Background: an optimization exercise with open tools, aiming at small area. Do not read the settings as production practice.
The RTL was checked by simulation tests, not by an equivalence proof against the original design.
Power is estimated from default activity; no workload was simulated.

==> flow/design.v (excerpt) <==
module mips16_core (
    input  logic        clk,
    input  logic        reset,
    input  logic [15:0] din,
    input  logic        wen,
    input  logic        pc_reset,
    input  logic        rd_en,
    output logic [15:0] dout
);
For scale: roughly 3900 flip-flops.
clock: 5.0 ns
lec_check: 0
cap_margin: 10
core_margin: 2
core_utilization: 50
cts_cluster_diameter: 100
cts_cluster_size: 30
gpl_timing_driven: 0
setup_slack_margin: 0.35
slew_margin: 10
synth_hierarchical: 1
synth_memory_max_bits: 8192
run.sh (not shown) runs the stock make flow with config.mk's settings and CLKGATE_MAP_FILE= SYNTH_SCRIPT=/design/flow/synth_recipe.tcl, a recipe that flattens the netlist after the stock synthesis.
Rerun with:
- CAP_MARGIN: 10 -> 20
- CTS_CLUSTER_SIZE: 30 -> 25
- SETUP_SLACK_MARGIN: 0.35 -> 0.1
- SLEW_MARGIN: 10 -> 20
Effect: With this change the flow finished but fails on setup timing. Cell area rises slightly. Clock skew falls by 0.018 ns. Sequential share of layout area falls by 0.31 points. First-iteration DRC count rises slightly. Synthesized area stays the same. Total power rises slightly.
Rerun with:
- CAP_MARGIN: 20 -> 0
- CTS_CLUSTER_SIZE: 25 -> 30
- SETUP_SLACK_MARGIN: 0.1 -> 0.3
- SLEW_MARGIN: 20 -> 0
The changed run finished but failed the layout checks on capacitance limit, slew limit.
Synthesized area is unchanged.
Sequential share of layout area came out higher by 0.79 points.
Final cell count goes down by 0.52%.
Cell area falls by 1.0%.
Clock skew barely changes.
Die area stays the same.
Setup slack improved by 0.22 ns.
Register-to-register slack gets better by 0.22 ns.
Maximum frequency climbs by 4.4%.
First-iteration DRC count rose by 1.2%.
Rerun with:
- CAP_MARGIN: 0 -> 20
- SETUP_SLACK_MARGIN: 0.3 -> 0.35
- SLEW_MARGIN: 0 -> 20
What happened: With this change the flow ran to the end with no violations. Utilization came out higher by 0.43 points. Non-clock buffer count came out higher by 40. Die area is unchanged. Power hardly moves. Synthesized cell count stays the same. Count of clock-buffer cells in the layout came out lower by 11. Setup slack gets better by 0.023 ns. Cell count is about the same. Register-to-register slack gets better by 0.02 ns.
Rerun with:
- CTS_CLUSTER_SIZE: 30 -> 25
Final area is higher by 0.35%.
Cell count goes up by 0.30%.
Worst hold slack is about the same.
Synthesized area stays the same.
Worst setup slack degrades by 0.012 ns.

* * *

== rev 12 ==
The RTL this note starts from:
==> flow/design.v <==
package mips16_pkg;
    localparam logic [2:0] OP_RTYPE   = 3'b000;
    localparam logic [2:0] OP_ADDI    = 3'b001;
    localparam logic [2:0] F3_ADD  = 3'd1;
    localparam logic [2:0] F3_SUB  = 3'd2;
    localparam logic [2:0] F3_AND  = 3'd3;
    localparam logic [2:0] F3_OR   = 3'd4;
    localparam logic [2:0] F3_SLT  = 3'd5;
    localparam logic [2:0] F3_SLL1 = 3'd6;
    localparam logic [2:0] F3_SRL1 = 3'd7;
    function automatic logic [13:0] encode(input logic [15:0] w);
        logic is_addi;
        logic is_r;
        is_addi = (w[15:13] == OP_ADDI);
        is_r    = (w[15:13] == OP_RTYPE) && !w[3];
        encode  = {is_addi, w[12:3], w[2:0] & {3{is_addi | is_r}}};
    endfunction
endpackage
module mips16_regfile (
    input  logic        clk,
    input  logic        reset,
    input  logic [2:0]  raddr_a,
    input  logic [2:0]  raddr_b,
    output logic [15:0] rdata_a,
    output logic [15:0] rdata_b,
    input  logic        we,
    input  logic [2:0]  waddr,
    input  logic [15:0] wdata
);
    logic [7:1][15:0] regs;
    logic [7:1]       valid;
    logic [7:1]       wsel;
    for (genvar i = 1; i < 8; i++) begin : g_wsel
        assign wsel[i] = (waddr == 3'(i));
    end
    always_ff @(posedge clk or negedge reset) begin
        if (!reset) begin
            valid <= '0;
        end else if (we) begin
            valid <= valid | wsel;
        end
    end
    for (genvar i = 1; i < 8; i++) begin : g_reg
        always_ff @(posedge clk) begin
            if (we && wsel[i]) regs[i] <= wdata;
        end
    end
    mips16_rdport u_rd_a (.raddr(raddr_a), .regs(regs), .valid(valid), .wsel(wsel),
                          .wdata(wdata), .rdata(rdata_a));
    mips16_rdport u_rd_b (.raddr(raddr_b), .regs(regs), .valid(valid), .wsel(wsel),
                          .wdata(wdata), .rdata(rdata_b));
endmodule
module mips16_rdport (
    input  logic [2:0]        raddr,
    input  logic [7:1][15:0]  regs,
    input  logic [7:1]        valid,
    input  logic [7:1]        wsel,
    input  logic [15:0]       wdata,
    output logic [15:0]       rdata
);
    logic [7:0] sel;    
    for (genvar i = 1; i < 8; i++) begin : g_sel
        assign sel[i] = (raddr == 3'(i)) && valid[i] && !wsel[i];
    end
    assign sel[0] = (raddr != 3'd0) && (|((wsel) & {
        raddr == 3'd7, raddr == 3'd6, raddr == 3'd5, raddr == 3'd4,
        raddr == 3'd3, raddr == 3'd2, raddr == 3'd1}));
    for (genvar b = 0; b < 16; b++) begin : g_bit
        logic [2:0] n;
        mips16_aoi3 u_a (.s(sel[2:0]), .d({regs[2][b], regs[1][b], wdata[b]}), .y(n[0]));
        mips16_aoi3 u_b (.s(sel[5:3]), .d({regs[5][b], regs[4][b], regs[3][b]}), .y(n[1]));
        mips16_aoi3 u_c (.s({1'b0, sel[7:6]}), .d({1'b0, regs[7][b], regs[6][b]}), .y(n[2]));
        assign rdata[b] = ~&n;
    end
endmodule
module mips16_core (
    input  logic        clk,
    input  logic        reset,
    input  logic [15:0] din,
    input  logic        wen,
    input  logic        pc_reset,
    input  logic        rd_en,
    output logic [15:0] dout
);
    logic [255:0][13:0] imem;
    logic [7:0]   pc;
    logic [7:0]   ptr;
    logic         ifid_addi;
    logic [2:0]   ifid_f3;
    logic [12:3]  ifid_mid;
    logic [2:0]   idex_dest, exmem_dest, memwb_dest;
    logic [15:0]  idex_data, exmem_data, memwb_data;
    logic         advance;
    logic         wb_we;
    logic [13:0]  wr_word;
    logic [255:0] rsel;
    logic [13:0]  rword;
    logic         fetch_ok;
    assign advance = rd_en && !wen;
    assign wb_we   = advance && !pc_reset && (memwb_dest != 3'd0);
    assign wr_word = mips16_pkg::encode(din);
    for (genvar i = 0; i < 256; i++) begin : g_imem
        always_ff @(posedge clk) begin
            if (wen && ptr == 8'(i)) imem[i] <= wr_word;
        end
    end
    logic [15:0] pc_hi_1c;
    logic [15:0] pc_lo_1c;
    always_comb begin
        for (int i = 0; i < 256; i++) rsel[i] = !(pc_hi_1c[i / 16] || pc_lo_1c[i % 16]);
    end
    logic [85:0][13:0] grp_n;
    for (genvar g = 0; g < 85; g++) begin : g_rgrp
        for (genvar b = 0; b < 14; b++) begin : g_bit
            mips16_aoi3 u_aoi (
                .s ({rsel[3*g+2], rsel[3*g+1], rsel[3*g]}),
                .d ({imem[3*g+2][b], imem[3*g+1][b], imem[3*g][b]}),
                .y (grp_n[g][b])
            );
        end
    end
    assign grp_n[85] = ~(imem[255] & {14{rsel[255]}});
    always_comb begin
        rword = '0;
        for (int g = 0; g < 86; g++) rword = rword | ~grp_n[g];
    end
    assign fetch_ok = (pc < ptr);
    logic [2:0]  rs, rt, rd, f3;
    logic        is_addi;
    logic [15:0] ra, rb, op_b, sum, alu_res;
    logic [2:0]  dest;
    logic        sub;
    assign is_addi = ifid_addi;
    assign rs      = ifid_mid[12:10];
    assign rt      = ifid_mid[9:7];
    assign rd      = ifid_mid[6:4];
    assign f3      = ifid_f3;
    mips16_regfile u_regfile (
        .clk     (clk),
        .reset   (reset),
        .raddr_a (rs),
        .raddr_b (rt),
        .rdata_a (ra),
        .rdata_b (rb),
        .we      (wb_we),
        .waddr   (memwb_dest),
        .wdata   (memwb_data)
    );
    always_comb begin
        if (is_addi)              dest = rt;
        else if (f3 != 3'd0)      dest = rd;
        else                      dest = 3'd0;
    end
    assign sub  = !is_addi && (f3 == mips16_pkg::F3_SUB || f3 == mips16_pkg::F3_SLT);
    assign op_b = is_addi ? {{9{ifid_mid[6]}}, ifid_mid[6:3], ifid_f3} : rb;
    assign sum  = ra + (sub ? ~op_b : op_b) + {15'd0, sub};
    always_comb begin
        if (is_addi) begin
            alu_res = sum;
        end else begin
            case (f3)
                mips16_pkg::F3_AND:  alu_res = ra & rb;
                mips16_pkg::F3_OR:   alu_res = ra | rb;
                mips16_pkg::F3_SLT:  alu_res = {15'd0, (ra[15] ^ rb[15]) ? ra[15] : sum[15]};
                mips16_pkg::F3_SLL1: alu_res = {rb[14:0], 1'b0};
                mips16_pkg::F3_SRL1: alu_res = {1'b0, rb[15:1]};
                default:             alu_res = sum;
            endcase
        end
    end
    always_ff @(posedge clk or negedge reset) begin
        if (!reset) begin
            pc         <= '0;
            pc_hi_1c   <= ~16'd1;
            pc_lo_1c   <= ~16'd1;
            ptr        <= '0;
            ifid_addi  <= 1'b0;
            ifid_f3    <= '0;
            idex_dest  <= '0;
            exmem_dest <= '0;
            memwb_dest <= '0;
            dout       <= '0;
        end else begin
            if (wen) begin
                ptr <= ptr + 8'd1;
            end
            if (pc_reset) begin
                pc         <= '0;
                pc_hi_1c   <= ~16'd1;
                pc_lo_1c   <= ~16'd1;
                ifid_addi  <= 1'b0;
                ifid_f3    <= '0;
                idex_dest  <= '0;
                exmem_dest <= '0;
                memwb_dest <= '0;
            end else if (advance) begin
                pc         <= pc + 8'd1;
                pc_lo_1c   <= {pc_lo_1c[14:0], pc_lo_1c[15]};
                if (!pc_lo_1c[15]) pc_hi_1c <= {pc_hi_1c[14:0], pc_hi_1c[15]};
                ifid_addi  <= fetch_ok && rword[13];
                ifid_f3    <= fetch_ok ? rword[2:0] : 3'd0;
                idex_dest  <= dest;
                exmem_dest <= idex_dest;
                memwb_dest <= exmem_dest;
            end
            if (wb_we) begin
                dout <= memwb_data;
            end
        end
    end
    always_ff @(posedge clk) begin
        if (advance) begin
            ifid_mid   <= rword[12:3];
            idex_data  <= alu_res;
            exmem_data <= idex_data;
            memwb_data <= exmem_data;
        end
    end
endmodule
module mips16_aoi3 (
    input  logic [2:0] s,
    input  logic [2:0] d,
    output logic       y
);
    assign y = ~|(s & d);
endmodule
clock: 5.0 ns
lec_check: 0
cap_margin: 20
core_margin: 2
core_utilization: 60
cts_cluster_diameter: 100
cts_cluster_size: 25
gpl_timing_driven: 0
slew_margin: 20
synth_hierarchical: 1
synth_memory_max_bits: 8192
The flow for rev 12 finished, though final verification flagged negative setup slack.
Here is what was changed in the inputs of rev 13 compared with rev 12.
Settings: a change of CORE_UTILIZATION from 60 to 50; a change of CTS_CLUSTER_SIZE from 25 to 30.
[summary]
Rev 13 finished all stages; layout check result: FAIL, due to negative setup slack.
Changes observed in rev 13 relative to rev 12: number of standard cells in the layout, taps in and fillers out grew by 531, initial antenna violation count now sits lower, sequential cell count did not really move, share of the core filled with cells in the final layout went down by 11 points, final area held steady.
Route | rev 13 vs rev 12 | wire longer in rev 13
Against rev 12 as the reference, rev 13 delivers a lower share of power burned in the clock network.
Rev 13 against rev 12: wire length of the first global-routing pass +1.4%, final-layout clock buffer total fell 35, number of buffers inserted by post-CTS setup repair moved down, total power consumption of the routed design shows a reduction of 0.66 mW.

afterwards: timing with drivers on the ports:
The results above use ideal ports. As a check the final layouts listed here were re-extracted and re-timed, cells and wires unchanged.
Step 1 sets driving cells, clkbuf_16 on the clock port and buf_2 on the other inputs (assumed; they add their load-dependent delay and slew).
Step 2 times the ports against the registers' clock, not the clock port: input delays grow and output delays shrink by t, the midpoint of the rising clock arrivals with the driver on.
Three values: ideal ports, drivers, drivers and shift; two values: the first two.
run	shift t [ns]	slack for setup (ns)	hold WS [ns]	latest minus earliest clock arrival (ns)	pins driven straight from the clock port
the first run of note 1	0.965	0.218 / 0.218 / -0.440	0.039 / -0.023 / 0.426	0.066 / 0.066	1
the second run of note 1	0.980	-0.103 / -0.103 / -0.482	0.426 / 0.426 / 0.426	0.049 / 0.050	1
the third run of note 1	0.976	0.115 / 0.115 / -0.487	0.426 / 0.404 / 0.426	0.061 / 0.061	1
the fourth run of note 1	0.965	0.137 / 0.137 / -0.481	0.425 / 0.425 / 0.425	0.062 / 0.063	1
the fifth run of note 1	0.977	0.125 / 0.125 / -0.496	0.427 / 0.427 / 0.427	0.054 / 0.054	1
rev 12	0.959	-0.165 / -0.165 / -0.165	0.420 / 0.420 / 0.420	0.043 / 0.043	1
rev 13	0.993	-0.177 / -0.177 / -0.310	0.409 / 0.409 / 0.409	0.084 / 0.084	1
The setup slack of the first run of note 1, which loses most, moves by 0.000 ns with the drivers and by -0.658 ns with both steps.
